Context: an optimization exercise on an open-source flow, tuned for a short achievable clock period and few clock cycles per item. The choices shown serve that exercise and are no tape-out recipe. Only simulation tests tie the RTL to the original design; equivalence was not proved. Power and IR drop assume default switching activity.

## config.mk

```make
export PLATFORM = sky130hd
export DESIGN_NAME = data_cache
export DESIGN_NICKNAME = data_cache
export VERILOG_FILES = /design/flow/design.v
export SDC_FILE = /design/flow/constraint.sdc
export NUM_CORES = 4
export LEC_CHECK = 0
export CAP_MARGIN = 20
export CORE_MARGIN = 2
export CORE_UTILIZATION = 40
export SETUP_SLACK_MARGIN = 0.3
export SLEW_MARGIN = 20
```

## constraint.sdc

```tcl
create_clock -name core_clock -period 7.0 [get_ports {clk}]
set_input_delay 1.4000 -clock core_clock [delete_from_list [all_inputs] [get_ports {clk}]]
set_output_delay 1.4000 -clock core_clock [all_outputs]
set_load 0.01 [all_outputs]
```

## design.v

```verilog
module data_cache #(
   parameter int LINES       = 32,
   parameter int MEM_LATENCY = 2
) (
   input  logic        clk,
   input  logic        rst,
   input  logic [31:0] cpu_address,
   input  logic [31:0] cpu_writedata,
   input  logic        cpu_read,
   input  logic        cpu_write,
   output logic [31:0] cpu_readdata,
   output logic        cpu_ready,
   output logic [31:0] mem_address,
   output logic [31:0] mem_writedata,
   output logic        mem_writemem,
   output logic        mem_readmem,
   input  logic [31:0] mem_readdata,
   output logic [31:0] hit_count,
   output logic [31:0] miss_count
);
   localparam int IDX = $clog2(LINES);
   localparam int TW  = 32 - IDX;
   localparam int CW  = (MEM_LATENCY > 1) ? $clog2(MEM_LATENCY) : 1;
   typedef enum logic [1:0] {IDLE = 2'd0, FILL = 2'd1, WRITE = 2'd2} state_t;
   state_t            state, next_state;
   logic [CW-1:0]     wait_cnt;
   logic [LINES-1:0]  valid;
   logic [TW-1:0]     tag_mem  [LINES];
   logic [31:0]       data_mem [LINES];
   logic [IDX-1:0]    idx;
   logic [TW-1:0]     addr_tag;
   logic              hit;
   logic              hit_inc, miss_inc, fill_done;
   assign idx           = cpu_address[IDX-1:0];
   assign addr_tag      = cpu_address[31:IDX];
   assign hit           = valid[idx] && (tag_mem[idx] == addr_tag);
   assign mem_address   = cpu_address;
   assign mem_writedata = cpu_writedata;
   always_comb begin
      next_state   = state;
      cpu_ready    = 1'b0;
      cpu_readdata = 32'd0;
      mem_readmem  = 1'b0;
      mem_writemem = 1'b0;
      hit_inc      = 1'b0;
      miss_inc     = 1'b0;
      fill_done    = 1'b0;
      case (state)
         IDLE: begin
            if (cpu_write) begin
               next_state = WRITE;
            end else if (cpu_read) begin
               if (hit) begin
                  cpu_ready    = 1'b1;
                  cpu_readdata = data_mem[idx];
                  hit_inc      = 1'b1;
               end else begin
                  next_state = FILL;
                  miss_inc   = 1'b1;
               end
            end
         end
         FILL: begin
            mem_readmem = 1'b1;
            if (wait_cnt == '0) begin
               fill_done  = 1'b1;
               next_state = IDLE;
            end
         end
         WRITE: begin
            mem_writemem = 1'b1;
            cpu_ready    = 1'b1;
            hit_inc      = hit;
            miss_inc     = !hit;
            next_state   = IDLE;
         end
         default: next_state = IDLE;
      endcase
   end
   always_ff @(posedge clk or posedge rst) begin
      if (rst) begin
         state      <= IDLE;
         wait_cnt   <= '0;
         valid      <= '0;
         hit_count  <= 32'd0;
         miss_count <= 32'd0;
      end else begin
         state <= next_state;
         if (state == IDLE && next_state == FILL)
            wait_cnt <= CW'(MEM_LATENCY - 1);
         else if (state == FILL && wait_cnt != '0)
            wait_cnt <= wait_cnt - 1'b1;
         if (fill_done)
            valid[idx] <= 1'b1;
         if (hit_inc && hit_count != 32'hFFFF_FFFF)
            hit_count <= hit_count + 32'd1;
         if (miss_inc && miss_count != 32'hFFFF_FFFF)
            miss_count <= miss_count + 32'd1;
      end
   end
   always_ff @(posedge clk) begin
      if (fill_done) begin
         data_mem[idx] <= mem_readdata;
         tag_mem[idx]  <= addr_tag;
      end else if (state == WRITE && hit) begin
         data_mem[idx] <= cpu_writedata;
      end
   end
endmodule
```

## run.sh

```bash
#!/bin/bash
# synth_recipe.tcl (not shown) runs the flow's synth.tcl, then flattens the netlist and writes it again
# the make line also repeats each setting of config.mk as NAME=value (left out here)
make -C /OpenROAD-flow-scripts/flow DESIGN_CONFIG=/design/flow/config.mk WORK_HOME=/design/flow/orfs CLKGATE_MAP_FILE= SYNTH_SCRIPT=/design/flow/synth_recipe.tcl finish
```

==> out/metrics.cfg, run 1 <==
[logic_synthesis]
syn_nets=4072
async_flop_share_pct=4.98
ys_warn_count=1
synth_cell_types=60
post_synth_main_area_contributors=edfxtp_1 (73%), mux4_2 (7.7%), mux2i_1 (5.6%), dfrtp_1 (3.2%), o22ai_1 (2.7%)
synth_enable_flop_cells=1888
synth_area_leader_cell=edfxtp_1
ys.flop_type=edfxtp_1
yosysSeqAreaShare_pct=76.4
ys_ff_latch=1987
syn_inst=3966
synth_top_area_share_pct=73.2
synth.avg_cell_area_um2=19.5
syn_area_um2=77500

[timing]
maxSlewHeadroom_pct=21.2
hold_ws_ns=0.459
setup_viol=0
tightest_slew_ns=1.18
rsz0062_at_grt=yes
drv_slew=0
fin_setup_tns_ns=0
hold_viol_final=0
fin_crit_ns=6.75
fin_crit_sh_pct=96.4
fin_skew_ns=0.0526
fmax_mhz=148

[global_routing]
grt_use_total_pct=22.0
grt_pass1_wl_um=309000
grt_pass1_vias=41600
antenna_found_initial=4
grt_overflow_total=0
grt_max_degree=141

[clocking]
htreeDepth=4
cts_buffer_depth=3
cts_tree=yes
clockRootBuffer=clkbuf_16
cts-buffers-inserted=197
clk_pin_slew_ns=0.06
postCtsHoldBufs=0
clock_sinks=1987
insertion_delay_ns=0.85

[cells_and_area]
multi_input_area_um2=17700
final_area_um2=94000
synthToLayoutAreaGrowth_pct=21.3
fill_cells=15600
layout-drive-gt1-share_pct=25.4
fin_nets=4718
fin_util_pct=48.9
antenna_cells=0
instances_no_fill=7308
regArea_um2=59200

[placement]
place_hpwl_um=126000
place_congestion=0.830
portBuffers=262
dp.cells=6834
place_area_um2=85800

[routing]
wl_um=220000
wl_per_cell_um=30.2
vias_per_cell=5.75
drtPass1Iterations=6
ant_nets=0
drc=0
drtIter0Drc=4584
vias=42000

[power_and_ir_drop]
p_leak_nw=31.7
p_per_area_nw_per_um2=269
vdd_drop_max_mv=0.239

[floorplanning]
initial_core_util_pct=40.3
io_pins=263
die_h_um=444
num_rows=161
core_um2=192000
die_w_um=444
die_area_um2=197000

[critical_path]
cp.required_ns=7.75
crit_path_end=hit_count[28]
rr_endpoint=hit_count[28]
path_delay_family=buffers and inverters
r2r-start=tag_mem[26][10]
worstPathMaxFanout=7
rr_worst_depth=42
path_buf_inv=36
crit_top_cell=buf_6
setup.worst_path.class=in2reg
cp-end-kind=flop
cp_slowest_cell=nor4_4
cp-start-kind=primary input
setup.worst_path.start=cpu_address[1]
r2r_slack_ns=1.01
path_depth=46
critPathArrivalTime_ns=7.50
max_stage_delay_ns=0.38

[run]
max_cap_violations=0

[hold_path]
hold_path_depth=1
holdCritPathClass=reg2reg

[run_status]
status=no timing/DRC/antenna violations

## repair_timing
action,4_1_cts,5_1_grt
gates cloned,2,5
buffers inserted,50,48
pin swaps,8,21
gates resized for setup,94,112
setup endpoints to repair,33,44
## per-layer routing
metal  up-vias  global-route usage [%]  wire [um]
met3       318                    3.11      14800
met2      1709                    37.3     111000
met1     22300                    29.6      88500
met4         0                    6.09       6000
met5         -                       0          0
li1      17600                       -          -
## cells by family after synthesis
group | after synthesis | synth area share [%]
XOR/XNOR | 64 | 0.724
multiplexers | 729 | 13.8
flip-flops | 1987 | 76.4
AND/OR/NAND/NOR | 457 | 3.37
AO/OA/AOI/OAI | 423 | 3.51
adder cells (fa/ha/maj) | 6 | 0.0969
buffers and inverters | 300 | 2.15
## cells in the mapped netlist (all sizes together) (6+ instances only)
| library cell | count |
|---|---|
| and4 | 19 |
| ha | 6 |
| mux2i | 430 |
| and3 | 14 |
| nand3 | 34 |
| nand2 | 41 |
| edfxtp | 1888 |
| o21bai | 33 |
| and2 | 8 |
| inv | 21 |
| mux4 | 265 |
| nor3 | 55 |
| clkbuf | 79 |
| o22ai | 340 |
| xnor2 | 54 |
| a31oi | 12 |
| or3 | 6 |
| dfrtp | 99 |
| nor2 | 120 |
| buf | 200 |
| a21o | 11 |
| mux2 | 34 |
| or4 | 45 |
| nand4b | 7 |
| nor4 | 44 |
| nand4 | 31 |
| xor2 | 10 |
## sequential cells by signal, summed over array words and instances, names as in the netlist
signal and count:
data_mem 1024, hit_count 32, miss_count 32, state 2, tag_mem 864, valid 32, wait_cnt 1
## cells in the final DEF, fill, tap and decap left out, types with 44 or more instances in the layout
cell | netlist | layout
buf_4 | 107 | 338
xnor2_1 | 54 | 54
mux2i_1 | 430 | 418
clkdlybuf4s50_1 | 0 | 224
edfxtp_1 | 1888 | 1888
o22ai_1 | 340 | 332
nor3_1 | 52 | 44
clkbuf_16 | 0 | 201
nor2_1 | 120 | 59
dfrtp_1 | 99 | 99
nor2_4 | 0 | 59
clkinv_1 | 0 | 44
buf_12 | 0 | 82
mux4_2 | 265 | 265
## metrics by stage
stage	power [mW]	setup slack, ns
6_report	25.3	0.251
5_1_grt	26.0	0.179
4_1_cts	25.4	0.131
3_5_place_dp	15.0	-0.580
3_3_place_gp	15.0	-0.589
2_1_floorplan	14.3	0.617
## report_power, final
part           internal [mW]  total (mW)  switching [mW]
clock                   5.85        10.4            4.59
combinational          0.714        1.64           0.922
sequential              13.1        13.2          0.0732
total                   19.7        25.3            5.59
## final cells by class
class / count / share of cell area [%]
Multi-Input combinational cell: 1679 / 18.8
Inverter: 21 / 0.0865
Timing Repair Buffer: 726 / 7.97
Clock buffer: 240 / 5.46
Tap cell: 2526 / 3.36
Clock inverter: 129 / 1.36
Sequential cell: 1987 / 63.0
## how the worst min path moves through the flow
stage / startpoint / slack, ns / end
floorplan: valid[20] / 0.42 / valid[20]
global placement: valid[24] / 0.44 / valid[24]
detailed placement: valid[24] / 0.44 / valid[24]
CTS: valid[28] / 0.46 / valid[28]
global route: valid[20] / 0.48 / valid[20]
finish: valid[28] / 0.46 / valid[28]
Testbench counts, summed over its fixed seeds: cycles 96,206, accesses 32,000.
==> run 2, diff against run 1 <==
==> design.v (replaced) <==
module data_cache (
   input  logic        clk,
   input  logic        rst,
   input  logic [31:0] cpu_address,
   input  logic [31:0] cpu_writedata,
   input  logic        cpu_read,
   input  logic        cpu_write,
   output logic [31:0] cpu_readdata,
   output logic        cpu_ready,
   output logic [31:0] mem_address,
   output logic [31:0] mem_writedata,
   output logic        mem_writemem,
   output logic        mem_readmem,
   input  logic [31:0] mem_readdata,
   output logic [31:0] hit_count,
   output logic [31:0] miss_count
);
   logic              fill;             
   logic [31:0]       valid;
   logic [26:0]       tag_mem  [32];
   logic [31:0]       data_mem [32];
   logic [4:0]        idx;
   logic [26:0]       addr_tag;
   logic              hit;
   assign idx           = cpu_address[4:0];
   assign addr_tag      = cpu_address[31:5];
   assign hit           = valid[idx] && (tag_mem[idx] == addr_tag);
   assign mem_address   = cpu_address;
   assign mem_writedata = cpu_writedata;
   assign mem_readmem   = cpu_read;
   assign mem_writemem  = cpu_write;
   assign cpu_ready     = cpu_write || fill || (cpu_read && hit);
   assign cpu_readdata  = fill ? mem_readdata : data_mem[idx];
   logic hit_inc, miss_inc;
   assign hit_inc  = fill || ((cpu_read || cpu_write) && hit);
   assign miss_inc = !fill && (cpu_read || cpu_write) && !hit;
   always_ff @(posedge clk or posedge rst) begin
      if (rst) begin
         fill       <= 1'b0;
         valid      <= '0;
         hit_count  <= 32'd0;
         miss_count <= 32'd0;
      end else begin
         fill <= !fill && !cpu_write && cpu_read && !hit;
         if (fill)
            valid[idx] <= 1'b1;
         if (hit_inc && hit_count != 32'hFFFF_FFFF)
            hit_count <= hit_count + 32'd1;
         if (miss_inc && miss_count != 32'hFFFF_FFFF)
            miss_count <= miss_count + 32'd1;
      end
   end
   always_ff @(posedge clk) begin
      if (fill) begin
         data_mem[idx] <= mem_readdata;
         tag_mem[idx]  <= addr_tag;
      end else if (cpu_write && hit) begin
         data_mem[idx] <= cpu_writedata;
      end
   end
endmodule
==> run 2 against run 1 <==
- flip-flop and latch count is 2 lower
- highest routed layer unchanged
- design area down 2.4%
- clock-buffer cell count grew 23
==> out/metrics.cfg, run 2 <==
[clocking]
htreeDepth=4
cts_buffer_depth=3
clock_sinks=1985
cts_tree=yes
insertion_delay_ns=0.87
clockRootBuffer=clkbuf_16
clk_pin_slew_ns=0.06
cts-buffers-inserted=202

[timing]
fin_skew_ns=0.0809
fin_crit_sh_pct=92.8
tightest_slew_ns=1.03
rsz0062_at_grt=no
fmax_mhz=154
drv_slew=0
hold_viol_final=0
setup_viol=0
fin_setup_tns_ns=0
fin_crit_ns=6.50
maxSlewHeadroom_pct=31.4

[placement]
portBuffers=262
dp.cells=6791
place_hpwl_um=124000
place_congestion=0.814

[critical_path]
critPathArrivalTime_ns=5.10
cp-start-kind=primary input
cp-end-kind=primary output
worstPathMaxFanout=39
cp.required_ns=5.60
setup.worst_path.class=in2out

[logic_synthesis]
synth_area_leader_cell=edfxtp_1
synth_enable_flop_cells=1888
syn_area_um2=77900
synth.most_common_cell=edfxtp_1
synth_common_cells=edfxtp_1 (1888), mux2i_1 (475), mux4_2 (250)
ys_warn_count=1
ys.flop_type=edfxtp_1
syn_inst=4045
post_synth_main_area_contributors=edfxtp_1 (73%), mux4_2 (7.2%), mux2i_1 (6.1%), dfrtp_1 (3.1%), o22ai_1 (1.9%)
synth_top_area_share_pct=72.8
synth.avg_cell_area_um2=19.3
syn_nets=4151
ys_ff_latch=1985
async_flop_share_pct=4.89
synth_cell_types=61
yosysSeqAreaShare_pct=75.9

[cells_and_area]
synthToLayoutAreaGrowth_pct=17.8
layout-drive-gt1-share_pct=20.0
instances_no_fill=7170
fill_cells=16000
fin_nets=4575
final_cell_mix=edfxtp_1 (1888), mux2i_1 (475), clkdlybuf4s50_1 (256)
regArea_um2=59100
top_regs=data_mem (1024), tag_mem (864)
largest_register=data_mem
multi_input_area_um2=17700
final_common_cell=edfxtp_1
largest_reg_flops=1024

[global_routing]
grt_pass1_vias=41200
grt_overflow_total=0
antenna_found_initial=3
grt_pass1_wl_um=306000
grt_use_total_pct=21.6
grt_max_degree=110

[floorplanning]
die_w_um=445
die_area_um2=198000
die_h_um=445
core_um2=193000
initial_core_util_pct=40.4
num_rows=161
io_pins=263

[routing]
drc=0
vias=41300
drtPass1Iterations=5
wl_per_cell_um=30.1
ant_nets=0
wl_um=216000
drtIter0Drc=4424
vias_per_cell=5.76

[run_status]
status=no timing/DRC/antenna violations

[power_and_ir_drop]
p_per_area_nw_per_um2=275
vdd_drop_max_mv=0.245
p_leak_nw=30.5

[run]
max_cap_violations=0

[hold_path]
holdCritPathClass=reg2reg

-- run 2: cell types whose count changed after synthesis, sizes merged, moves of 33 or more --
cell,previous run,this run
nand2,41,74
o21ai,4,37
o22ai,340,238
a21oi,5,44
a22oi,1,50
nor3,55,20
mux2i,430,475
-- run 2: cell type report --
| class | instances | area share (%) |
|---|---|---|
| flip-flops and latches | 1985 | 64.5 |
| multi-input cells | 1752 | 19.3 |
| clock buffers | 263 | 5.78 |
| repair buffers | 505 | 5.75 |
| well taps | 2526 | 3.45 |
| clock inverters | 113 | 1.20 |
| inverters | 23 | 0.0968 |
| diodes | 3 | 0.00818 |
-- run 2: path summary, 6_finish.rpt --
check	start	endpoint	slack, ns	depth (start not counted)
setup / recovery	cpu_address[0]	cpu_ready	0.50	13
hold / removal	valid[16]	valid[16]	0.47	1
setup reg to reg	tag_mem[0][24]	data_mem[13][22]	2.53	14
hold reg to reg	valid[16]	valid[16]	0.47	1
max in group asynchronous	rst	fill	4.82	3
min in group asynchronous	rst	hit_count[5]	1.03	2
-- run 2: routing by layer --
layer  track usage [%]  vias up  share of wire [%]
li1                  -    17400                  -
met1              29.6    22100                 42
met2              36.3     1464                 50
met3              3.15      280                6.1
met4              5.11        0                2.1
met5                 0        -                  0
-- run 2: where the power goes --
part	switching [mW]	internal, mW	total [mW]
sequential	0.0828	13.1	13.2
clock	4.62	5.80	10.4
combinational	0.918	0.664	1.58
-- run 2: critical path, cell delays in order --
cell	delay (ns)
buf_12	0.28
buf_12	0.27
buf_12	0.20
mux2i_1	0.20
o22ai_1	0.11
nor4_1	0.44
a21oi_1	0.12
or4_1	0.64
nor4_4	0.38
nand4_1	0.22
buf_4	0.23
o21ai_1	0.28
buf_4	0.19
-- run 2: kinds of logic (layout without fill, tap and decap cells) --
group                    after synthesis  after routing  share of synthesized area [%]
buffers and inverters                308            904                           2.13
multiplexers                         785            785                           14.2
adder cells (fa/ha/maj)                6              6                         0.0964
AO/OA/AOI/OAI                        470            470                           3.95
AND/OR/NAND/NOR                      428            428                           3.00
flip-flops                          1985           1985                           75.9
other                                  0              3                              0
XOR/XNOR                              63             63                          0.708
-- run 2: timing repair --
| item | in CTS | in global routing |
|---|---|---|
| setup buffers | 0 | 0 |
| hold buffers | 0 | 0 |
| resized for setup | 2 | 2 |
| endpoints found under the setup margin | 1 | 1 |
-- run 2: per-stage QoR --
step	total power [mW]	setup WS (ns)	instance area, um^2	util, %	hold WS [ns]
3_3_place_gp	15.0	0.124	85200	44.1	0.453
4_1_cts	25.4	0.307	91700	47.5	0.474
2_1_floorplan	14.3	0.899	77900	-	0.426
5_1_grt	25.9	0.346	91700	47.5	0.484
6_report	25.2	0.501	91700	47.5	0.473
3_5_place_dp	15.0	0.0997	85300	44.2	0.458
Testbench counts of run 2, summed over its fixed seeds: cycles 50,127, accesses 32,000.
==> run 3, diff against run 2 <==
--- a/config.mk
+++ b/config.mk
@@ -8,5 +8,5 @@
 export CAP_MARGIN = 20
 export CORE_MARGIN = 2
 export CORE_UTILIZATION = 40
-export SETUP_SLACK_MARGIN = 0.3
+export SETUP_SLACK_MARGIN = 3.0
 export SLEW_MARGIN = 20
==> run 3 against run 2 <==
- still clean
- combinational power rose by 33%
- sequential share of layout area fell by 7.4 points
- final cell count rose by 8.5%
- sequential power barely moved
- largest cell class unchanged
- highest routed layer is now met5
==> out/metrics.cfg, run 3 <==
[run_status]
status=no timing/DRC/antenna violations

[critical_path]
cp-start-kind=primary input
setup.worst_path.class=in2out
cp_slowest_cell=or4_4
worstPathMaxFanout=18
rr_worst_depth=16
max_stage_delay_ns=0.62
critPathArrivalTime_ns=4.72
cp-end-kind=primary output
crit_top_cell=buf_6
cp.required_ns=5.60
worstPathCellList=buf_8 > or4_4 > o22ai_1 > nor4_4 > and3_4 > or4_4 > nor4_4 > buf_4 > nand4_1 > buf_6 > o21ai_4 > buf_6 > buf_6

[clocking]
cts-buffers-inserted=201
clk_pin_slew_ns=0.06
insertion_delay_ns=0.90
clockRootBuffer=clkbuf_16
cts_tree=yes
htreeDepth=4
clock_sinks=1985
cts_buffer_depth=3

[routing]
ant_nets=0
drc=0
vias_per_cell=6.20
wl_um=278000
vias=48200
drtIter0Drc=6939
wl_per_cell_um=35.8
drtPass1Iterations=6

[global_routing]
grt_pass1_wl_um=321000
grt_overflow_total=0
grt_max_degree=71
grt_use_total_pct=22.8
grt_pass1_vias=42100
antenna_found_initial=4

[logic_synthesis]
ys.flop_type=edfxtp_1
async_flop_share_pct=4.89
syn_area_um2=77900
ys_ff_latch=1985
syn_inst=4045
synth_area_leader_cell=edfxtp_1
synth_top_area_share_pct=72.8
ys_warn_count=1
synth_cell_types=61
post_synth_main_area_contributors=edfxtp_1 (73%), mux4_2 (7.2%), mux2i_1 (6.1%), dfrtp_1 (3.1%), o22ai_1 (1.9%)
yosysSeqAreaShare_pct=75.9
synth.most_common_cell=edfxtp_1
synth_enable_flop_cells=1888
syn_nets=4151
synth.avg_cell_area_um2=19.3
synth_common_cells=edfxtp_1 (1888), mux2i_1 (475), mux4_2 (250)

[timing]
maxSlewHeadroom_pct=19.7
tightest_slew_ns=1.20
fin_ws_ns=0.884
fin_crit_ns=6.12
fin_skew_ns=0.0604
rsz0062_at_grt=yes
hold_viol_final=0
setup_viol=0
drv_slew=0
fmax_mhz=164
fin_crit_sh_pct=87.4

[placement]
place_congestion=0.818
portBuffers=262
place_hpwl_um=123000
place_ws_ns=-0.601

[cells_and_area]
multi_input_area_um2=20700
final_common_cell=edfxtp_1
top_regs=data_mem (1024), tag_mem (864)
fin_nets=5178
regArea_um2=59100
largest_register=data_mem
fin_util_pct=53.7
synthToLayoutAreaGrowth_pct=33.0
layout-drive-gt1-share_pct=34.3
largest_reg_flops=1024
final_cell_mix=edfxtp_1 (1888), mux2i_1 (449), buf_4 (286)
fill_cells=14600

[power_and_ir_drop]
seq_power_share_pct=50.7
p_leak_nw=36.1
netSwitchingFraction_pct=23.1
p_per_area_nw_per_um2=251
switching_power_mw=6.01
combinationalPowerShare_pct=8.1
p_int_mw=20.0
vdd_drop_max_mv=0.249
clockPowerShare_pct=41.2

[floorplanning]
initial_core_util_pct=40.4
die_area_um2=198000
core_um2=193000
die_w_um=445
die_h_um=445
io_pins=263
num_rows=161

[hold_path]
holdCritPathClass=reg2reg
hold_path_depth=1

[run]
max_cap_violations=0

run 3: cell counts after synthesis:
Identical to the previous run, type by type.
run 3: worst max-delay path, delay by kind of cell:
kind	cells	cell delay, ns
simple gates	6	1.92
buf+inv	5	0.79
compound gates	2	0.57
run 3: cell type report:
type                       instances  share of cell area [%]
tap                             2526                    3.05
antenna                            4                 0.00966
multi-input combinational       1843                    20.0
clock buffer                     246                    5.09
clock inverter                   131                    1.21
inverter                          23                   0.101
timing repair buffer            1018                    13.5
sequential                      1985                    57.1
run 3: final timing paths:
kind / end / slack (ns) / start
max reg2reg: data_mem[29][31] / 2.34 / tag_mem[1][24]
max: cpu_ready / 0.88 / cpu_address[4]
min in group asynchronous: hit_count[4] / 0.90 / rst
min reg2reg: valid[21] / 0.47 / valid[21]
min: valid[21] / 0.47 / valid[21]
max in group asynchronous: fill / 4.81 / rst
run 3: cell families after synthesis:
family / Yosys count / share of synthesized area (%)
adder cells (fa/ha/maj): 6 / 0.0964
AO/OA/AOI/OAI: 470 / 3.95
AND/OR/NAND/NOR: 428 / 3.00
flip-flops: 1985 / 75.9
buffers and inverters: 308 / 2.13
multiplexers: 785 / 14.2
XOR/XNOR: 63 / 0.708
run 3: power groups by stage:
stage	Clock [mW]	Sequential [mW]	Combinational [mW]
after detailed placement	0	13.4	1.56
after floorplan	0	13.4	0.882
after global routing	11.2	13.2	2.17
after global placement	0	13.4	1.54
final	10.7	13.2	2.10
after CTS	10.7	13.2	1.76
run 3: timing repair:
action	CTS	global route
resized for setup	355	788
gates cloned	30	201
setup buffers	95	271
pin swaps	49	115
hold buffers	0	0
setup endpoints to repair	2331	2214
run 3: metal layers:
| metal | vias up | GRT usage (%) | routed length (um) | part of all wire, % |
|---|---|---|---|---|
| met5 | - | 0 | 69 | 0.025 |
| met4 | 6 | 6.73 | 13200 | 4.7 |
| met3 | 718 | 3.62 | 33200 | 12 |
| met2 | 3510 | 37.2 | 130000 | 47 |
| met1 | 25100 | 31.5 | 102000 | 37 |
| li1 | 18900 | - | - | - |
run 3: through the flow:
step                setup TNS, ns  std cells  power [mW]  hold WS, ns  cell area [um^2]
detailed placement          -7.14       6798        15.0        0.457             85100
finish                          0       7776        26.0        0.468            104000
floorplan                       0       4045        14.3        0.426             78500
global route                    0       7772        26.6        0.493            104000
CTS                             0       7300        25.7        0.476             94700
global placement           -38.57       6796        15.0        0.453             85100
==> run 4, diff against run 3 <==
--- a/design.v
+++ b/design.v
@@ -19,18 +19,25 @@
    logic [31:0]       valid;
    logic [26:0]       tag_mem  [32];
    logic [31:0]       data_mem [32];
-   logic [4:0]        idx;
-   logic [26:0]       addr_tag;
+   logic [31:0]       sel;              
+   logic [31:0]       match;            
    logic              hit;
-   assign idx           = cpu_address[4:0];
-   assign addr_tag      = cpu_address[31:5];
-   assign hit           = valid[idx] && (tag_mem[idx] == addr_tag);
+   logic [31:0]       hit_data;
+   always_comb begin
+      hit_data = '0;
+      for (int i = 0; i < 32; i++) begin
+         sel[i]   = (cpu_address[4:0] == 5'(i));
+         match[i] = valid[i] && (tag_mem[i] == cpu_address[31:5]);
+         hit_data = hit_data | ({32{sel[i]}} & data_mem[i]);
+      end
+   end
+   assign hit = |(sel & match);
    assign mem_address   = cpu_address;
    assign mem_writedata = cpu_writedata;
    assign mem_readmem   = cpu_read;
    assign mem_writemem  = cpu_write;
    assign cpu_ready     = cpu_write || fill || (cpu_read && hit);
-   assign cpu_readdata  = fill ? mem_readdata : data_mem[idx];
+   assign cpu_readdata  = fill ? mem_readdata : hit_data;
    logic hit_inc, miss_inc;
    assign hit_inc  = fill || ((cpu_read || cpu_write) && hit);
    assign miss_inc = !fill && (cpu_read || cpu_write) && !hit;
@@ -43,7 +50,7 @@
       end else begin
          fill <= !fill && !cpu_write && cpu_read && !hit;
          if (fill)
-            valid[idx] <= 1'b1;
+            valid <= valid | sel;
          if (hit_inc && hit_count != 32'hFFFF_FFFF)
             hit_count <= hit_count + 32'd1;
          if (miss_inc && miss_count != 32'hFFFF_FFFF)
@@ -51,11 +58,13 @@
       end
    end
    always_ff @(posedge clk) begin
-      if (fill) begin
-         data_mem[idx] <= mem_readdata;
-         tag_mem[idx]  <= addr_tag;
-      end else if (cpu_write && hit) begin
-         data_mem[idx] <= cpu_writedata;
+      for (int i = 0; i < 32; i++) begin
+         if (fill && sel[i]) begin
+            data_mem[i] <= mem_readdata;
+            tag_mem[i]  <= cpu_address[31:5];
+         end else if (cpu_write && sel[i] && match[i]) begin
+            data_mem[i] <= cpu_writedata;
+         end
       end
    end
 endmodule
--- a/config.mk
+++ b/config.mk
@@ -8,5 +8,5 @@
 export CAP_MARGIN = 20
 export CORE_MARGIN = 2
 export CORE_UTILIZATION = 40
-export SETUP_SLACK_MARGIN = 3.0
+export SETUP_SLACK_MARGIN = 2.5
 export SLEW_MARGIN = 20
==> run 4 against run 3 <==
- register-to-register slack improved by 0.56 ns
- die area increased by 14%
- utilization decreased by 3.2 points
- combinational power increased by 15%
- non-clock buffer count increased by 108
- sequential share of layout area decreased by 4.2 points
- setup slack improved by 0.96 ns
- design area increased by 8.0%
- first-iteration DRC count increased by 80%
- power increased by 0.82%
- highest routed layer unchanged
- fmax increased by 19%
==> out/metrics.cfg, run 4 <==
[global_routing]
grt_overflow_total=0
grt_pass1_vias=61300
grt_max_degree=68
antenna_found_initial=12
grt_use_total_pct=31.1
grt_pass1_wl_um=492000

[routing]
wl_um=367000
ant_nets=0
drc=0
wl_per_cell_um=33.9
vias_per_cell=6.17
drtIter0Drc=12500
vias=66900
drtPass1Iterations=10

[hold_path]
holdCritPathClass=reg2reg
hp-start=valid[6]
hold_end=valid[6]
hold_path_depth=1

[clocking]
clockRootBuffer=clkbuf_16
clk_pin_slew_ns=0.06
clock_sinks=1985
cts_buffer_depth=3
htreeDepth=4
postCtsHoldBufs=0
insertion_delay_ns=0.90
cts_tree=yes
cts-buffers-inserted=203

[logic_synthesis]
syn_nets=7165
synth_enable_flop_cells=1888
synth_area_leader_cell=edfxtp_1
syn_area_um2=89000
synth.avg_cell_area_um2=12.6
post_synth_main_area_contributors=edfxtp_1 (64%), xnor2_1 (8.2%), o21ai_0 (5.9%), nand2_1 (4.7%), dfrtp_1 (2.7%)
synth_common_cells=edfxtp_1 (1888), nand2_1 (1112), o21ai_0 (1056)
syn_inst=7063
ys_ff_latch=1985
async_flop_share_pct=4.89
synth_top_area_share_pct=63.7
yosysSeqAreaShare_pct=66.5
ys.flop_type=edfxtp_1
synth_cell_types=46
synth.most_common_cell=edfxtp_1
ys_warn_count=3

[critical_path]
critPathArrivalTime_ns=3.76
rr_endpoint=data_mem[20][29]
worstPathMaxFanout=18
path_buf_inv=4
r2r-start=tag_mem[20][1]
worstPathCellList=buf_12 > buf_16 > buf_6 > xor2_1 > nor3_1 > nand4_1 > nand4_1 > nor4_2 > nand2_2 > a211o_1 > buf_6
path_delay_family=simple AND/OR/NAND/NOR gates
cp_slowest_cell=nor4_2
cp-end-kind=primary output
rr_worst_depth=24
cp.required_ns=5.60
cp-start-kind=primary input
setup.worst_path.class=in2out
max_stage_delay_ns=0.39
r2r_slack_ns=2.90

[placement]
place_congestion=0.873
place_hpwl_um=172000
place_ws_ns=0.399
dp.cells=9901
portBuffers=262

[timing]
hold_viol_final=0
fin_crit_ns=5.16
rsz0062_at_grt=yes
fin_setup_tns_ns=0
fin_ws_ns=1.84
fmax_mhz=194
drv_slew=0
setup_viol=0
fin_crit_sh_pct=73.7
maxSlewHeadroom_pct=20.4
tightest_slew_ns=1.19
fin_skew_ns=0.0598

[cells_and_area]
layout-drive-gt1-share_pct=19.9
largest_reg_flops=1024
instances_no_fill=10800
fin_util_pct=50.5
final_cell_mix=edfxtp_1 (1888), nand2_1 (1079), o21ai_0 (1024)
final_common_cell=edfxtp_1
synthToLayoutAreaGrowth_pct=25.8
top_regs=data_mem (1024), tag_mem (864)
fin_nets=7779
largest_register=data_mem

[floorplanning]
initial_core_util_pct=40.1
die_w_um=476
die_h_um=476
core_um2=222000
num_rows=173
die_area_um2=226000
io_pins=263

[run]
max_cap_violations=0

[power_and_ir_drop]
p_per_area_nw_per_um2=235
totalPowerFinal_mw=26.3
p_leak_nw=40.0
vdd_drop_max_mv=0.225

[run_status]
status=no timing/DRC/antenna violations

[run 4: cell types whose count changed in the layout (fill, tap and decap cells not counted), sizes merged, moves of 78 or more]
| cell | before | now |
|---|---|---|
| o21ai | 37 | 1056 |
| mux2i | 475 | 0 |
| a221oi | 7 | 160 |
| mux2 | 148 | 2 |
| buf | 698 | 888 |
| a22o | 0 | 160 |
| mux4 | 250 | 0 |
| xnor2 | 39 | 833 |
| a22oi | 50 | 128 |
| nand2 | 74 | 1114 |
| nand4 | 35 | 314 |
| o22ai | 238 | 1 |
[run 4: area by class of cell]
type	count	area (um^2)
inverter	75	285
timing repair buffer	1126	14200
clock inverter	106	825
antenna	10	25.0
fill	18600	110000
tap	2975	3720
multi-input combinational	4286	28200
clock buffer	270	5510
sequential	1985	59100
[run 4: repair_timing]
action                     4_1_cts  5_1_grt
setup buffers                  350      103
setup endpoints to repair      148       65
cloned                          72       15
resized for setup              673      124
pin swaps                      191      112
[run 4: per-layer routing]
metal / vias up / global-route usage [%] / routed length [um]
li1: 27100 / - / -
met4: 8 / 17.3 / 25700
met2: 5629 / 46.6 / 160000
met1: 32700 / 40.4 / 129000
met5: - / 0 / 200
met3: 1379 / 9.06 / 52400
[run 4: stage by stage]
step / hold WS (ns) / instance area (um^2)
2_1_floorplan: 0.435 / 89000
3_3_place_gp: 0.449 / 95500
3_5_place_dp: 0.452 / 95600
4_1_cts: 0.469 / 110000
5_1_grt: 0.480 / 112000
6_report: 0.468 / 112000
[run 4: how the worst max path moves through the flow]
| stage | from | end | slack, ns | cells past startpoint |
|---|---|---|---|---|
| final | cpu_address[27] | cpu_ready | 1.84 | 11 |
| after global routing | cpu_address[25] | cpu_ready | 1.81 | 13 |
| after CTS | cpu_address[19] | cpu_ready | 2.01 | 13 |
| after detailed placement | cpu_address[2] | cpu_readdata[28] | 0.40 | 10 |
| after global placement | cpu_address[2] | cpu_readdata[28] | 0.40 | 10 |
| after floorplan | cpu_address[3] | cpu_readdata[3] | 2.50 | 8 |
[run 4: worst register-to-register path, cell delays in order, from the launching register on]
cell and delay (ns):
edfxtp_1 0.41, xnor2_2 0.16, nand4_1 0.14, nor4_2 0.31
buf_4 0.17, nand4_1 0.16, buf_4 0.18, buf_6 0.11
buf_6 0.10, buf_6 0.10, buf_6 0.11, buf_6 0.10
buf_6 0.11, buf_6 0.10, buf_6 0.11, buf_6 0.10
buf_6 0.11, buf_6 0.11, buf_6 0.10, buf_6 0.10
buf_6 0.11, buf_6 0.11, o21ai_4 0.26, buf_6 0.15
clkbuf_16 0.23
[run 4: logic make-up after synthesis]
| logic type | after synthesis | synth area share, % |
|---|---|---|
| flip-flops | 1985 | 66.5 |
| adder cells (fa/ha/maj) | 2 | 0.0281 |
| AND/OR/NAND/NOR | 1752 | 8.95 |
| XOR/XNOR | 926 | 9.12 |
| multiplexers | 2 | 0.0253 |
| buffers and inverters | 792 | 4.48 |
| AO/OA/AOI/OAI | 1604 | 10.9 |
[run 4: power breakdown]
| part | total (mW) | internal (mW) | switching (mW) |
|---|---|---|---|
| sequential | 13.2 | 13.1 | 0.0826 |
| combinational | 2.42 | 1.01 | 1.42 |
| clock | 10.6 | 5.82 | 4.82 |
Testbench counts of run 4, summed over its fixed seeds: cycles 50,127, accesses 32,000.
==> run 5, diff against run 4 <==
==> design.v (replaced) <==
module data_cache (
   input  logic        clk,
   input  logic        rst,
   input  logic [31:0] cpu_address,
   input  logic [31:0] cpu_writedata,
   input  logic        cpu_read,
   input  logic        cpu_write,
   output logic [31:0] cpu_readdata,
   output logic        cpu_ready,
   output logic [31:0] mem_address,
   output logic [31:0] mem_writedata,
   output logic        mem_writemem,
   output logic        mem_readmem,
   input  logic [31:0] mem_readdata,
   output logic [31:0] hit_count,
   output logic [31:0] miss_count
);
   logic              fill;             
   logic              first;            
   logic              is_read;
   logic [31:0]       valid;
   logic [31:0][26:0] tag;
   logic [31:0]       sel;              
   logic              hit;
   assign is_read = cpu_read && !cpu_write;
   assign first   = (cpu_read || cpu_write) && !fill;
   always_comb begin
      hit = 1'b0;
      for (int i = 0; i < 32; i++) begin
         sel[i] = (cpu_address[4:0] == 5'(i));
         hit    = hit | (sel[i] && valid[i] && (tag[i] == cpu_address[31:5]));
      end
   end
   logic [31:0] hit_base, hit_next, miss_base, miss_next;
   logic        hit_pend, miss_pend;
   assign hit_count  = hit_pend  ? hit_next  : hit_base;
   assign miss_count = miss_pend ? miss_next : miss_base;
   always_ff @(posedge clk or posedge rst) begin
      if (rst) begin
         fill      <= 1'b0;
         valid     <= '0;
         hit_base  <= 32'd0;
         hit_next  <= 32'd1;
         miss_base <= 32'd0;
         miss_next <= 32'd1;
         hit_pend  <= 1'b0;
         miss_pend <= 1'b0;
      end else begin
         fill <= first && is_read;
         if (first && is_read)
            valid <= valid | sel;
         if (hit_pend) begin
            hit_base <= hit_next;
            if (hit_next != 32'hFFFF_FFFF)
               hit_next <= hit_next + 32'd1;
         end
         if (miss_pend) begin
            miss_base <= miss_next;
            if (miss_next != 32'hFFFF_FFFF)
               miss_next <= miss_next + 32'd1;
         end
         hit_pend  <= first && (is_read || hit);
         miss_pend <= first && !hit;
      end
   end
   always_ff @(posedge clk) begin
      for (int i = 0; i < 32; i++)
         if (first && is_read && sel[i])
            tag[i] <= cpu_address[31:5];
   end
   assign mem_address   = cpu_address;
   assign mem_writedata = cpu_writedata;
   assign mem_readmem   = cpu_read;
   assign mem_writemem  = cpu_write && !rst;
   assign cpu_ready     = fill || (cpu_write && !rst);
   assign cpu_readdata  = mem_readdata;
endmodule
--- a/config.mk
+++ b/config.mk
@@ -8,5 +8,5 @@
 export CAP_MARGIN = 20
 export CORE_MARGIN = 2
 export CORE_UTILIZATION = 40
-export SETUP_SLACK_MARGIN = 2.5
+export SETUP_SLACK_MARGIN = 3.8
 export SLEW_MARGIN = 20
==> run 5 against run 4 <==
- register-to-register slack improved by 1.2 ns
- synthesized area down 51%
- fmax is 52% higher
- largest power group unchanged
- sequential share of layout area increased by 3.3 points
- global-route usage down 7.8 points
- clock power is 42% lower
- utilization decreased by 1.3 points
- power down 46%
- worst hold slack lost 0.0076 ns
==> out/metrics.cfg, run 5 <==
[run_status]
status=no timing/DRC/antenna violations

[power_and_ir_drop]
combinationalPowerShare_pct=9.3
vdd_drop_max_mv=0.195
p_per_area_nw_per_um2=267
switching_power_mw=3.29
p_int_mw=11.0
netSwitchingFraction_pct=23.0
clockPowerShare_pct=42.7
p_leak_nw=19.3
seq_power_share_pct=48.0

[global_routing]
antenna_found_initial=5
grt_pass1_vias=25200
grt_pass1_wl_um=186000
grt_overflow_total=0
grt_max_degree=89
grt_use_total_pct=23.3

[clocking]
clk_pin_slew_ns=0.06
postCtsHoldBufs=0
clock_sinks=1027
htreeDepth=3
cts-buffers-inserted=106
cts_buffer_depth=3
insertion_delay_ns=0.71
cts_tree=yes
clockRootBuffer=clkbuf_16

[timing]
rsz0062_at_grt=yes
drv_slew=0
fin_skew_ns=0.0533
maxSlewHeadroom_pct=29.3
hold_ws_ns=0.460
setup_viol=0
hold_viol_final=0
fin_crit_ns=3.40
fmax_mhz=294
fin_crit_sh_pct=48.5
fin_setup_tns_ns=0
tightest_slew_ns=1.06

[logic_synthesis]
syn_nets=2924
synth-simple-area-share_pct=7.43
synth_area_leader_cell=edfxtp_1
synth_common_cells=edfxtp_1 (864), xor2_1 (720), xnor2_1 (202)
yosysSeqAreaShare_pct=68.6
synthMuxAreaShare_pct=1.70
synth_top_area_share_pct=59.3
synth_compound_area_share_pct=0.294
synth_top_family_by_area=XOR/XNOR gates
synth_xor_area_share_pct=18.4
ys_ff_latch=1027
syn_inst=2822
syn_area_um2=43800
synth_adder_area_share_pct=0.0572
synth.most_common_cell=edfxtp_1
async_flop_share_pct=15.9
post_synth_main_area_contributors=edfxtp_1 (59%), xor2_1 (14%), dfrtp_1 (9.2%), xnor2_1 (4.0%), nor4_1 (2.5%)
synth_cell_types=49
ys.flop_type=edfxtp_1
ys_warn_count=1
synth.avg_cell_area_um2=15.5
synth_enable_flop_cells=864

[placement]
place_congestion=0.767
place_hpwl_um=62500
portBuffers=134
place_area_um2=46200

[cells_and_area]
synthToLayoutAreaGrowth_pct=22.2
final_common_cell=edfxtp_1
layout-drive-gt1-share_pct=22.8
fin_nets=3195
largest_register=tag
largest_reg_flops=864
final_cell_mix=edfxtp_1 (864), xor2_1 (720), xnor2_1 (202)
final_area_um2=53500

[critical_path]
setup.worst_path.class=reg2out
cp-end-kind=primary output
critPathArrivalTime_ns=2.00
worstPathMaxFanout=8
rr_endpoint=hit_next[4]
cp.required_ns=5.60
r2r_slack_ns=4.13
r2r-start=hit_next[16]
rr_worst_depth=7
cp-start-kind=flop

[run]
max_cap_violations=0

[floorplanning]
initial_core_util_pct=40.3
io_pins=263
num_rows=121
die_h_um=335
die_w_um=335
die_area_um2=112000
core_um2=109000

[hold_path]
holdCritPathClass=reg2reg
hold_end=valid[8]
hold_path_depth=1
hp-start=valid[8]

[routing]
drc=0
vias=25200
vias_per_cell=5.49
wl_per_cell_um=28.8
wl_um=132000
ant_nets=0
drtPass1Iterations=5
drtIter0Drc=2515

run 5: changes by cell type in the layout (fill, tap and decap cells not counted), sizes merged, moves of 135 or more:
cell / previous run / this run
a221oi: 160 / 0
clkdlybuf4s50: 192 / 0
xnor2: 833 / 202
nand4: 314 / 110
o21ai: 1056 / 1
buf: 888 / 323
nand2: 1114 / 34
edfxtp: 1888 / 864
xor2: 93 / 720
nor4: 39 / 174
clkbuf: 284 / 147
a22o: 160 / 0
run 5: per-layer routing:
layer	vias up	routed length, um	global-route usage, %
li1	10700	-	-
met1	13100	55700	31.9
met2	1141	60500	36.6
met3	265	10700	4.72
met4	2	5520	8.84
met5	-	14	0
run 5: kinds of logic after synthesis:
group	count (synthesis)
mux	66
xor+xnor	922
buf+inv	241
flops	1027
fa+ha+maj	2
compound gates	15
simple gates	549
run 5: power groups by stage:
stage / logic, mW / clock network (mW) / registers (mW)
3_3_place_gp: 0.976 / 0 / 6.97
3_5_place_dp: 0.996 / 0 / 6.98
6_report: 1.32 / 6.10 / 6.86
4_1_cts: 1.30 / 6.16 / 6.86
5_1_grt: 1.39 / 6.39 / 6.87
2_1_floorplan: 0.627 / 0 / 6.95
run 5: critical path: stages, from the launching register on:
cell       delay, ns
dfrtp_2         0.42
buf_12          0.15
buf_8           0.13
clkbuf_16       0.16
mux2_4          0.31
buf_6           0.12
run 5: metrics by stage:
step | cells | util [%] | power, mW | worst slack [ns]
after floorplan | 2822 | - | 7.58 | 3.53
after global placement | 4212 | 42.5 | 7.95 | 2.40
after detailed placement | 4213 | 42.5 | 7.98 | 2.38
after CTS | 4581 | 48.8 | 14.3 | 3.57
after global routing | 4598 | 49.2 | 14.7 | 3.56
final | 4602 | 49.2 | 14.3 | 3.60
run 5: cell type report:
type	instances	area, um^2
inverter	10	46.3
antenna	4	10.0
sequential	1027	30000
timing repair buffer	385	4930
multi-input combinational	1563	12900
clock buffer	144	3060
fill	8907	55200
tap	1414	1770
clock inverter	55	749
run 5: what timing repair did:
action | in CTS | in global routing
cloned | 40 | 2
setup buffers | 129 | 14
pin swaps | 12 | 6
endpoints found under the setup margin | 886 | 74
resized for setup | 621 | 69
run 5: worst max-delay path by stage:
stage / slack [ns] / to / startpoint
6_report: 3.60 / miss_count[20] / miss_pend
5_1_grt: 3.56 / miss_count[19] / miss_pend
4_1_cts: 3.57 / miss_count[20] / miss_pend
3_5_place_dp: 2.38 / miss_pend / cpu_address[1]
3_3_place_gp: 2.40 / tag[173] / cpu_read
2_1_floorplan: 3.53 / fill / rst
Testbench counts of run 5, summed over its fixed seeds: cycles 54,175, accesses 32,000.
==> run 6, diff against run 5 <==
--- a/design.v
+++ b/design.v
@@ -49,16 +49,10 @@
          fill <= first && is_read;
          if (first && is_read)
             valid <= valid | sel;
-         if (hit_pend) begin
-            hit_base <= hit_next;
-            if (hit_next != 32'hFFFF_FFFF)
-               hit_next <= hit_next + 32'd1;
-         end
-         if (miss_pend) begin
-            miss_base <= miss_next;
-            if (miss_next != 32'hFFFF_FFFF)
-               miss_next <= miss_next + 32'd1;
-         end
+         hit_base  <= hit_count;
+         miss_base <= miss_count;
+         hit_next  <= (hit_count  == 32'hFFFF_FFFF) ? hit_count  : hit_count  + 32'd1;
+         miss_next <= (miss_count == 32'hFFFF_FFFF) ? miss_count : miss_count + 32'd1;
          hit_pend  <= first && (is_read || hit);
          miss_pend <= first && !hit;
       end
==> run 6 against run 5 <==
- utilization grew 1.3 points
- sequential share of layout area shrank 1.5 points
- worst hold slack gained 0.0024 ns
- routed wire length grew 5.5%
- final cell count grew 3.5%
- clock-buffer cell count grew 6
- global-route usage grew 1.1 points
- still clean on timing, DRC and antenna
- combinational power grew about 20%
- sequential power is essentially flat
- flip-flop and latch count is the same
- clock skew grew 0.0047 ns
- first-iteration DRC count grew 19%
==> out/metrics.cfg, run 6 <==
[placement]
place_area_um2=46800
place_ws_ns=2.02
dp.cells=4285
place_congestion=0.783
portBuffers=134
place_hpwl_um=62800

[routing]
vias=26500
ant_nets=0
drtPass1Iterations=5
vias_per_cell=5.56
drc=0
drtIter0Drc=2986
wl_per_cell_um=29.3
wl_um=140000

[clocking]
clockRootBuffer=clkbuf_16
clock_sinks=1027
htreeDepth=3
cts-buffers-inserted=108
cts_buffer_depth=3
insertion_delay_ns=0.71
postCtsHoldBufs=0
cts_tree=yes
clk_pin_slew_ns=0.06

[cells_and_area]
final_area_um2=55000
largest_register=tag
synthToLayoutAreaGrowth_pct=25.2
fin_nets=3366
instances_no_fill=4765
layout-drive-gt1-share_pct=25.2
antenna_cells=0
final_cell_mix=edfxtp_1 (864), xor2_1 (670), buf_4 (252)
final_common_cell=edfxtp_1
largest_reg_flops=864

[logic_synthesis]
ys_ff_latch=1027
post_synth_main_area_contributors=edfxtp_1 (59%), xor2_1 (13%), dfrtp_1 (9.2%), xnor2_1 (4.8%), nor4_1 (2.4%)
syn_inst=2884
ys.flop_type=edfxtp_1
synth.most_common_cell=edfxtp_1
async_flop_share_pct=15.9
yosysSeqAreaShare_pct=68.4
synth_area_leader_cell=edfxtp_1
synth_enable_flop_cells=864
syn_area_um2=43900
syn_nets=2986
synth_cell_types=64
ys_warn_count=1
synth_top_area_share_pct=59.1
synth.avg_cell_area_um2=15.2
synth_common_cells=edfxtp_1 (864), xor2_1 (670), xnor2_1 (243)

[critical_path]
cp_slowest_cell=dfrtp_2
worstPathMaxFanout=7
cp-start-kind=flop
rr_worst_depth=23
cp-end-kind=primary output
max_stage_delay_ns=0.42
cp.required_ns=5.60
setup.worst_path.class=reg2out
worstPathCellList=buf_12 > buf_8 > buf_16 > mux2_4 > buf_6
critPathArrivalTime_ns=2.03
setup.worst_path.start=miss_pend
r2r-start=miss_pend

[timing]
fin_skew_ns=0.0580
fin_crit_sh_pct=49.0
fin_setup_tns_ns=0
maxSlewHeadroom_pct=39.5
rsz0062_at_grt=yes
hold_viol_final=0
tightest_slew_ns=0.906
fmax_mhz=292
drv_slew=0
fin_crit_ns=3.43
setup_viol=0
fin_ws_ns=3.57

[power_and_ir_drop]
totalPowerFinal_mw=13.9
p_per_area_nw_per_um2=254
vdd_drop_max_mv=0.254
p_leak_nw=20.0

[hold_path]
hp-start=valid[6]
hold_path_depth=1
holdCritPathClass=reg2reg

[floorplanning]
core_um2=109000
die_w_um=335
num_rows=121
die_h_um=335
io_pins=263
initial_core_util_pct=40.3
die_area_um2=112000

[global_routing]
grt_max_degree=152
grt_pass1_vias=26200
antenna_found_initial=13
grt_use_total_pct=24.4
grt_overflow_total=0
grt_pass1_wl_um=194000

[run]
max_cap_violations=0

[run_status]
status=no timing/DRC/antenna violations

-- run 6: cell types whose count changed in the layout (fill, tap and decap cells not counted), moves of 15 or more --
cell / before / now
buf_4: 181 / 252
mux2i_4: 0 / 15
nor2_4: 40 / 18
inv_2: 0 / 17
xor2_1: 720 / 670
buf_6: 74 / 91
clkinv_1: 5 / 24
xnor2_1: 202 / 243
buf_12: 21 / 40
-- run 6: what timing repair did --
action	in CTS	in global routing
gates cloned	42	0
buffers inserted	216	24
pin swaps	7	15
gates resized for setup	738	67
setup endpoints to repair	842	107
-- run 6: path summary, 6_finish.rpt --
check | endpoint | slack (ns)
hold / removal | valid[6] | 0.46
min in group asynchronous | fill | 0.75
setup / recovery | miss_count[27] | 3.57
setup reg to reg | miss_base[4] | 3.58
max in group asynchronous | hit_next[3] | 4.89
hold reg to reg | valid[6] | 0.46
-- run 6: metal layers --
layer | GRT usage [%] | share of wire, % | vias to the layer above
li1 | - | - | 11100
met1 | 32.1 | 40 | 13900
met2 | 40.4 | 48 | 1250
met3 | 4.24 | 7.9 | 271
met4 | 9.14 | 4.0 | 6
met5 | 0 | 0.022 | -
-- run 6: cell type report --
class	instances	area (um^2)
flip-flops and latches	1027	30000
clock inverters	47	393
multi-input cells	1604	13400
well taps	1414	1770
repair buffers	499	6270
fillers	8853	53900
clock buffers	150	2980
inverters	24	93.8
-- run 6: logic make-up (layout without fill, tap and decap cells) --
family                   after synthesis  after routing  share of synthesized area (%)
AND/OR/NAND/NOR                      581            583                           7.85
buffers and inverters                255            720                           3.15
AO/OA/AOI/OAI                         45             45                          0.835
adder cells (fa/ha/maj)                2              2                         0.0570
XOR/XNOR                             913            913                           18.2
multiplexers                          61             61                           1.52
flip-flops                          1027           1027                           68.4
-- run 6: critical path, delay by kind of cell, from the launching register on --
kind	cells	cell delay [ns]
flip-flops	1	0.42
multiplexers	1	0.31
buffers and inverters	4	0.57
-- run 6: stage by stage --
step	util [%]	hold slack, ns
4_1_cts	50.0	0.463
6_report	50.5	0.463
2_1_floorplan	-	0.430
5_1_grt	50.5	0.480
3_5_place_dp	43.0	0.450
3_3_place_gp	42.9	0.443
-- run 6: where the power goes --
group	total (mW)	internal, mW	switching, mW	leakage [nW]
sequential	6.83	6.77	0.0622	9.96
clock	5.53	3.12	2.41	1.64
combinational	1.59	0.749	0.844	8.35
Testbench counts of run 6, summed over its fixed seeds: cycles 54,175, accesses 32,000.
==> run 7, diff against run 6 <==
--- a/config.mk
+++ b/config.mk
@@ -7,6 +7,6 @@
 export LEC_CHECK = 0
 export CAP_MARGIN = 20
 export CORE_MARGIN = 2
-export CORE_UTILIZATION = 40
+export CORE_UTILIZATION = 65
 export SETUP_SLACK_MARGIN = 3.8
 export SLEW_MARGIN = 20
==> run 7 against run 6 <==
- still clean on timing, DRC and antenna
- combinational power barely moved
- critical path depth up 10
- synthesized cell count unchanged
- worst hold slack improved by 0.0039 ns
- via count up 6.0%
- power is 2.3% higher
- final cell count shrank 9.9%
- critical path type is now reg2reg
- largest power group unchanged
==> out/metrics.cfg, run 7 <==
[critical_path]
cp-start-kind=flop
worstPathCellList=buf_12 > buf_8 > buf_12 > buf_16 > buf_4 > buf_4 > nand3b_4 > a2111oi_4 > and4_4 > nand4_1 > nor4_4 > buf_6 > buf_12 > nand4_1 > xnor2_1
critPathArrivalTime_ns=4.03
worstPathMaxFanout=5
crit_top_cell=buf_12
setup.worst_path.class=reg2reg
max_stage_delay_ns=0.44
cp-end-kind=flop
cp.required_ns=7.55
cp_slowest_cell=a2111oi_4

[power_and_ir_drop]
vdd_drop_max_mv=0.256
switching_power_mw=3.37
p_leak_nw=20.5
p_per_area_nw_per_um2=258
netSwitchingFraction_pct=23.6
seq_power_share_pct=48.0
clockPowerShare_pct=40.9
p_int_mw=10.9
combinationalPowerShare_pct=11.1

[clocking]
htreeDepth=3
postCtsHoldBufs=0
cts_buffer_depth=3
clockRootBuffer=clkbuf_16
clk_pin_slew_ns=0.06
clock_sinks=1027
cts_tree=yes
insertion_delay_ns=0.68
cts-buffers-inserted=103

[timing]
fin_crit_sh_pct=49.7
rsz0062_at_grt=yes
fin_ws_ns=3.52
maxSlewHeadroom_pct=30.8
drv_slew=0
setup_viol=0
fin_crit_ns=3.48
fmax_mhz=287
fin_setup_tns_ns=0
tightest_slew_ns=1.04
fin_skew_ns=0.0246
hold_viol_final=0

[placement]
portBuffers=134
place_hpwl_um=61100
place_congestion=0.854
place_ws_ns=2.25

[logic_synthesis]
ys.flop_type=edfxtp_1
synth_common_cells=edfxtp_1 (864), xor2_1 (670), xnor2_1 (243)
synth_cell_types=64
post_synth_main_area_contributors=edfxtp_1 (59%), xor2_1 (13%), dfrtp_1 (9.2%), xnor2_1 (4.8%), nor4_1 (2.4%)
syn_nets=2986
synth.avg_cell_area_um2=15.2
synth.most_common_cell=edfxtp_1
ys_warn_count=1
syn_area_um2=43900
synth_area_leader_cell=edfxtp_1
yosysSeqAreaShare_pct=68.4
synth_enable_flop_cells=864
synth_top_area_share_pct=59.1
syn_inst=2884
ys_ff_latch=1027
async_flop_share_pct=15.9

[cells_and_area]
fin_util_pct=82.5
final_common_cell=edfxtp_1
largest_register=tag
layout-drive-gt1-share_pct=27.9
largest_reg_flops=864
final_cell_mix=edfxtp_1 (864), xor2_1 (670), buf_4 (259)
synthToLayoutAreaGrowth_pct=25.9
fill_cells=3317
fin_nets=3424

[routing]
wl_per_cell_um=34.1
ant_nets=0
drtPass1Iterations=6
vias=28100
wl_um=147000
vias_per_cell=6.54
drtIter0Drc=3812
drc=0

[global_routing]
grt_pass1_vias=27300
grt_overflow_total=0
grt_use_total_pct=40.5
antenna_found_initial=16
grt_pass1_wl_um=198000
grt_max_degree=164

[floorplanning]
die_area_um2=69600
io_pins=263
die_h_um=264
num_rows=95
die_w_um=264
initial_core_util_pct=65.5
core_um2=67000

[hold_path]
holdCritPathClass=reg2reg

[run]
max_cap_violations=0

[run_status]
status=no timing/DRC/antenna violations

[run 7: cell counts after synthesis]
No cell type changed its count.
[run 7: power by group through the flow]
stage          Sequential [mW]  Combinational, mW  Clock [mW]
6_report                  6.85               1.59        5.83
5_1_grt                   6.85               1.63        6.05
2_1_floorplan             6.93              0.642           0
4_1_cts                   6.83               1.44        5.80
3_5_place_dp              6.95               1.01           0
3_3_place_gp              6.94              0.979           0
[run 7: path summary, 6_finish.rpt]
check,start,endpoint,slack [ns],cells past startpoint
setup / recovery,miss_pend,miss_next[25],3.52,15
hold / removal,valid[4],valid[4],0.47,1
setup reg to reg,miss_pend,miss_next[25],3.52,15
hold reg to reg,valid[4],valid[4],0.47,1
max in group asynchronous,rst,hit_pend,5.14,3
min in group asynchronous,rst,miss_base[23],1.07,3
[run 7: worst max-delay path, delay by kind of cell (launching register included)]
kind                   cells  cell delay, ns
AND/OR/NAND/NOR            5            1.17
buffers and inverters      8            1.12
AO/OA/AOI/OAI              1            0.44
flip-flops                 1            0.42
XOR/XNOR                   1            0.18
[run 7: area by class of cell]
type / count / area (um^2) / share of cell area, %
diodes: 10 / 25.0 / 0.0453
clock buffers: 134 / 2770 / 5.00
clock inverters: 61 / 776 / 1.40
inverters: 24 / 93.8 / 0.170
multi-input cells: 1609 / 13700 / 24.8
flip-flops and latches: 1027 / 30000 / 54.3
well taps: 873 / 1090 / 1.98
repair buffers: 557 / 6800 / 12.3
[run 7: timing repair]
| action | in CTS | in global routing |
|---|---|---|
| endpoints found under the hold margin | 0 | 0 |
| resized for setup | 745 | 152 |
| setup endpoints to repair | 766 | 128 |
| buffers inserted | 251 | 49 |
| pin swaps | 15 | 26 |
| cloned | 44 | 0 |
[run 7: cells by family (layout without fill, tap and decap cells)]
family	Yosys count	count (layout)	share of synthesized area, %
XOR/XNOR	913	913	18.2
AO/OA/AOI/OAI	45	45	0.835
AND/OR/NAND/NOR	581	588	7.85
multiplexers	61	61	1.52
other	0	10	0
adder cells (fa/ha/maj)	2	2	0.0570
flip-flops	1027	1027	68.4
buffers and inverters	255	776	3.15
[run 7: layer usage]
layer,GRT usage (%),part of all wire (%),vias to the layer above
met1,53.1,35,14200
met5,0,0.068,-
li1,-,-,11200
met3,9.15,11,480
met2,64.8,47,2135
met4,19.7,6.0,14
[run 7: through the flow]
stage | instance area (um^2) | cells | power (mW) | hold WS, ns
after floorplan | 44200 | 2884 | 7.57 | 0.430
after global placement | 45900 | 3745 | 7.92 | 0.444
after detailed placement | 45900 | 3746 | 7.95 | 0.451
after CTS | 54200 | 4236 | 14.1 | 0.467
after global routing | 55300 | 4286 | 14.5 | 0.474
final | 55300 | 4295 | 14.3 | 0.467

## port drivers added, routing unchanged
No port has a modelled driver above. Below, the same layouts with a new extraction and two added sets of constraints. Step 1 (the two cells are an assumption about what drives the block):
set clk [get_ports {clk}]
set_driving_cell -lib_cell sky130_fd_sc_hd__clkbuf_16 $clk
set_driving_cell -lib_cell sky130_fd_sc_hd__buf_2 [delete_from_list [all_inputs] $clk]
Step 2 moves the port delays by t, midway between the first and last clock arrival at a register: inputs arrive t later, outputs are due t later. That takes back most of the time a late clock gives input paths. Slacks: ideal ports / drivers / drivers and shift; pairs: ideal ports / drivers.
run	shift t [ns]	slack for setup (ns)	worst setup path at the end	clock arrival spread, ns	cell pins on the clock port's net
run 1	0.911	0.251 / 0.144 / -0.734	input to register	0.054 / 0.054	1
run 2	0.922	0.501 / 0.370 / 0.370	input to output	0.081 / 0.080	1
run 3	0.954	0.884 / 0.558 / 0.475	input to register	0.065 / 0.066	1
run 4	0.960	1.841 / 1.694 / 1.308	input to register	0.060 / 0.060	1
run 5	0.752	3.604 / 3.532 / 2.877	input to register	0.056 / 0.056	1
run 6	0.756	3.572 / 3.502 / 2.897	input to register	0.072 / 0.072	1
run 7	0.740	3.521 / 3.459 / 2.838	input to register	0.030 / 0.031	1
With both steps, setup timing fails in run 1, where it was met with ideal ports. For run 1, which loses most, drivers alone change the setup slack by -0.107 ns; drivers and shift together by -0.985 ns.
